This design comes from an exercise in tuning for small area and a short achievable clock period on the open sky130 flow, not from production work. At most, simulation tests tie the RTL to the original design; equivalence was not proved. Power figures rest on the tool's default switching activity, not on a simulated workload.

## mini_core
module mini_core
#(
    parameter int WIDTH  = 16,
    parameter int MEM_AW = 4
) (
    input  wire                  clk,
    input  wire                  arst_n,
    input  wire                  word_valid,
    input  wire  [31:0]          word,
    output logic                 busy,
    output logic                 wr_en,
    output logic [REG_AW-1:0]    wr_addr,
    output logic [WIDTH-1:0]     wr_data,
    output logic [NUM_FLAGS-1:0] flags
);
    localparam logic [3:0] K_ADD  = 4'd0;
    localparam logic [3:0] K_SUB  = 4'd1;
    localparam logic [3:0] K_AND  = 4'd2;
    localparam logic [3:0] K_OR   = 4'd3;
    localparam logic [3:0] K_XOR  = 4'd4;
    localparam logic [3:0] K_SHL  = 4'd5;
    localparam logic [3:0] K_SHR  = 4'd6;
    localparam logic [3:0] K_MOV  = 4'd7;
    localparam logic [3:0] K_MOVF = 4'd8;
    localparam logic [3:0] K_LD   = 4'd9;
    localparam logic [3:0] K_MOVH = 4'd11;
    localparam logic [3:0] K_MOVL = 4'd12;
    logic        accept;
    logic [15:5] lo_half;
    assign accept = word_valid && !busy;
    always_ff @(posedge clk or negedge arst_n) begin
        if (!arst_n)
            busy <= 1'b0;
        else
            busy <= accept && !word[31];
    end
    always_ff @(posedge clk)
        lo_half <= word[15:5];
    localparam int DW = 13;
    function automatic logic [DW-1:0] dec_half(input logic v, input logic [15:5] h);
        logic aok, bok, we, st, sf;
        aok = (h[11:9] < 3'd6);
        bok = (h[8:6] < 3'd6);
        we  = v && ((h[15:12] <= 4'd7 && aok && bok) ||
                    (h[15:12] == 4'd8 && aok) ||
                    (h[15:12] == 4'd9 && aok && bok));
        st  = v && h[15:12] == 4'd10 && aok && bok;
        sf  = v && h[15:12] <= 4'd6 && aok && bok && h[5];
  ...
For scale: about 60 I/O pins, about 21000 um^2 of cells after synthesis.
==> module mini_core, before the edit <==
module mini_core
#(
    parameter int WIDTH  = 16,
    parameter int MEM_AW = 4
) (
    input  wire                  clk,
    input  wire                  arst_n,
    input  wire                  word_valid,
    input  wire  [31:0]          word,
    output logic                 busy,
    output logic                 wr_en,
    output logic [REG_AW-1:0]    wr_addr,
    output logic [WIDTH-1:0]     wr_data,
    output logic [NUM_FLAGS-1:0] flags
);
    localparam logic [3:0] K_ADD  = 4'd0;
    localparam logic [3:0] K_SUB  = 4'd1;
    localparam logic [3:0] K_AND  = 4'd2;
    localparam logic [3:0] K_OR   = 4'd3;
    localparam logic [3:0] K_XOR  = 4'd4;
    localparam logic [3:0] K_SHL  = 4'd5;
    localparam logic [3:0] K_SHR  = 4'd6;
    localparam logic [3:0] K_MOV  = 4'd7;
    localparam logic [3:0] K_MOVF = 4'd8;
    localparam logic [3:0] K_LD   = 4'd9;
    localparam logic [3:0] K_MOVH = 4'd11;
    localparam logic [3:0] K_MOVL = 4'd12;
    logic        accept;
    logic [15:5] lo_half;
    assign accept = word_valid && !busy;
    always_ff @(posedge clk or negedge arst_n) begin
        if (!arst_n)
            busy <= 1'b0;
        else
            busy <= accept && !word[31];
    end
    always_ff @(posedge clk)
        lo_half <= word[15:5];
    localparam int DW = 13;
    function automatic logic [DW-1:0] dec_half(input logic v, input logic [15:5] h);
        logic aok, bok, we, st, sf;
        aok = (h[11:9] < 3'd6);
        bok = (h[8:6] < 3'd6);
        we  = v && ((h[15:12] <= 4'd7 && aok && bok) ||
                    (h[15:12] == 4'd8 && aok) ||
                    (h[15:12] == 4'd9 && aok && bok));
        st  = v && h[15:12] == 4'd10 && aok && bok;
        sf  = v && h[15:12] <= 4'd6 && aok && bok && h[5];
        dec_half = {we, st, sf, h[15:12], h[11:9], h[8:6]};
    endfunction
    function automatic logic [DW-1:0] dec_long(input logic v, input logic [4:0] code);
        logic [2:0] ra;
        if (code >= 5'd12) begin
            ra = 3'(code - 5'd12);
            dec_long = {v && code < 5'd18, 2'b00, K_MOVL, ra, 3'd0};
        end else begin
            ra = 3'(code - 5'd6);
            dec_long = {v && code >= 5'd6, 2'b00, K_MOVH, ra, 3'd0};
        end
    endfunction
    logic [DW-1:0] dec_nxt;
    logic          slot_we, slot_st, slot_sf;
    logic [3:0]    slot_k;
    logic [2:0]    slot_ra, slot_rb;
    logic [7:0]    slot_imm;
    logic          slot_sub, slot_shr;
    always_comb begin
        if (busy)
            dec_nxt = dec_half(1'b1, lo_half);
        else if (word[31])
            dec_nxt = dec_long(accept, word[13:9]);
        else
            dec_nxt = dec_half(accept, word[31:21]);
    end
    always_ff @(posedge clk or negedge arst_n) begin
        if (!arst_n) begin
            slot_we <= 1'b0;
            slot_st <= 1'b0;
            slot_sf <= 1'b0;
        end else begin
            {slot_we, slot_st, slot_sf} <= dec_nxt[DW-1:DW-3];
        end
    end
    always_ff @(posedge clk) begin
        {slot_k, slot_ra, slot_rb} <= dec_nxt[9:0];
        slot_sub <= (dec_nxt[9:6] == K_SUB);
        slot_shr <= (dec_nxt[9:6] == K_SHR);
        slot_imm <= word[23:16];
    end
    logic [WIDTH-1:0] regs [NUM_REGS];
    logic [WIDTH-1:0] mem  [2**MEM_AW];
    logic [WIDTH-1:0] a, b, mem_rd, res;
    logic [WIDTH-1:0] rd_a, rd_b;
    logic [2:0]       nra, nrb;
    assign nra  = dec_nxt[5:3];
    assign nrb  = dec_nxt[2:0];
    assign rd_a = nra[2] ? regs[{2'b10, nra[0]}] : regs[nra];
    assign rd_b = nrb[2] ? regs[{2'b10, nrb[0]}] : regs[nrb];
    always_ff @(posedge clk) begin
        a <= (slot_we && slot_ra == nra) ? res : rd_a;
        b <= (slot_we && slot_ra == nrb) ? res : rd_b;
    end
    assign mem_rd = mem[b[MEM_AW-1:0]];
    logic [WIDTH-1:0] bx, pg_p, pg_g, gg, pp, sum, sh_in, sh_out, sh_rev;
    logic [WIDTH:0]   cy;
    logic             carry, ovf, is_arith;
    assign is_arith = (slot_k == K_ADD) || (slot_k == K_SUB);
    assign bx       = b ^ {WIDTH{slot_sub}};
    assign pg_p     = a ^ bx;
    assign pg_g     = a & bx;
    always_comb begin
        gg = pg_g;
        pp = pg_p;
        gg[0] = pg_g[0] | (pg_p[0] & slot_sub);
        for (int l = 0; l < $clog2(WIDTH); l++) begin
            for (int i = WIDTH - 1; i > 0; i--) begin
                if (i >= (1 << l)) begin
                    gg[i] = gg[i] | (pp[i] & gg[i-(1<<l)]);
                    pp[i] = pp[i] & pp[i-(1<<l)];
                end
            end
        end
    end
    assign cy    = {gg, slot_sub};
    assign sum   = pg_p ^ cy[WIDTH-1:0];
    assign carry = is_arith && (cy[WIDTH] ^ slot_sub);   
    assign ovf   = is_arith && (cy[WIDTH] ^ cy[WIDTH-1]);
    always_comb begin
        for (int i = 0; i < WIDTH; i++)
            sh_in[i] = slot_shr ? a[WIDTH-1-i] : a[i];
    end
    assign sh_out = sh_in << b[3:0];
    always_comb begin
        for (int i = 0; i < WIDTH; i++)
            sh_rev[i] = sh_out[WIDTH-1-i];
    end
    always_comb begin
        case (slot_k)
            K_ADD, K_SUB: res = sum;
            K_AND:        res = pg_g;
            K_OR:         res = pg_g | pg_p;
            K_XOR:        res = pg_p;
            K_SHL:        res = sh_out;
            K_SHR:        res = sh_rev;
            K_MOV:        res = b;
            K_MOVF:       res = WIDTH'(flags);
            K_LD:         res = mem_rd;
            K_MOVH:       res = {slot_imm, a[7:0]};
            K_MOVL:       res = {a[15:8], slot_imm};
            default:      res = b;
        endcase
    end
    always_ff @(posedge clk or negedge arst_n) begin
        if (!arst_n) begin
            for (int i = 0; i < NUM_REGS; i++)
                regs[i] <= '0;
        end else if (slot_we) begin
            regs[slot_ra] <= res;
        end
    end
    always_ff @(posedge clk) begin
        if (slot_st)
            mem[b[MEM_AW-1:0]] <= a;
    end
    logic pend_sf, pend_c, pend_v;
    always_ff @(posedge clk or negedge arst_n) begin
        if (!arst_n) begin
            wr_en   <= 1'b0;
            pend_sf <= 1'b0;
            flags   <= '0;
        end else begin
            wr_en   <= slot_we;
            pend_sf <= slot_sf;
            if (pend_sf)
                flags <= {wr_data == '0, pend_v, wr_data[WIDTH-1], pend_c};
        end
    end
    always_ff @(posedge clk) begin
        wr_addr <= slot_ra;
        wr_data <= res;
        pend_c  <= carry;
        pend_v  <= ovf;
    end
endmodule
Settings: LEC_CHECK=0, ABC_CLOCK_PERIOD_IN_PS=2500, CAP_MARGIN=20, CORE_MARGIN=2, CORE_UTILIZATION=45, PLACE_DENSITY=0.6, SETUP_SLACK_MARGIN=4.5, SLEW_MARGIN=20; clock period 7.5 ns.
run.sh (not shown) runs the stock make flow with config.mk's settings and CLKGATE_MAP_FILE= SYNTH_SCRIPT=/design/flow/synth_recipe.tcl, a recipe that flattens the netlist after the stock synthesis.
Edit:
--- a/flow/design.v
+++ b/flow/design.v
@@ -121,9 +121,9 @@
     always_comb begin
         gg = pg_g;
         pp = pg_p;
         gg[0] = pg_g[0] | (pg_p[0] & slot_sub);
-        for (int l = 0; l < $clog2(WIDTH); l++) begin
+        for (int l = 0; l < 4; l++) begin
             for (int i = WIDTH - 1; i > 0; i--) begin
                 if (i >= (1 << l)) begin
                     gg[i] = gg[i] | (pp[i] & gg[i-(1<<l)]);
                     pp[i] = pp[i] & pp[i-(1<<l)];
What happened:
- routed wire length is unchanged
- sequential power hardly moves
- fmax does not change
- area after synthesis is unchanged
- total power stays the same
- design area stays the same
- setup slack is unchanged
- die area is unchanged
- sequential share of layout area is unchanged
- global-route usage does not change
- worst hold slack does not change
- first-iteration DRC count stays the same
- sequential cell count does not change
- clock skew is unchanged
Only the layout flow was run in the first run of this note; the RTL was not checked for function there.

==> port drivers added, routing unchanged <==
In the flow no input, the clock included, has a driving cell. The finished layouts below were timed again as built, in two steps.
Step 1, drivers: a clkbuf_16 drives clk and a buf_2 each remaining input, both assumed.
Step 2 moves the port delays by t, midway between the first and last clock arrival at a register: inputs arrive t later, outputs are due t later. That takes back most of the time a late clock gives input paths.
Three values: ideal, step 1, step 2; two values: the first two.
run | shift t [ns] | setup slack, ns | worst slew at a driven data input, ns | cell pins on the clock port's net
the first run | 0.645 | 4.363 / 4.363 / 3.842 | 0.04 | 1
the second run | 0.645 | 4.363 / 4.363 / 3.842 | 0.04 | 1
After both steps setup and hold are still met in every run listed.
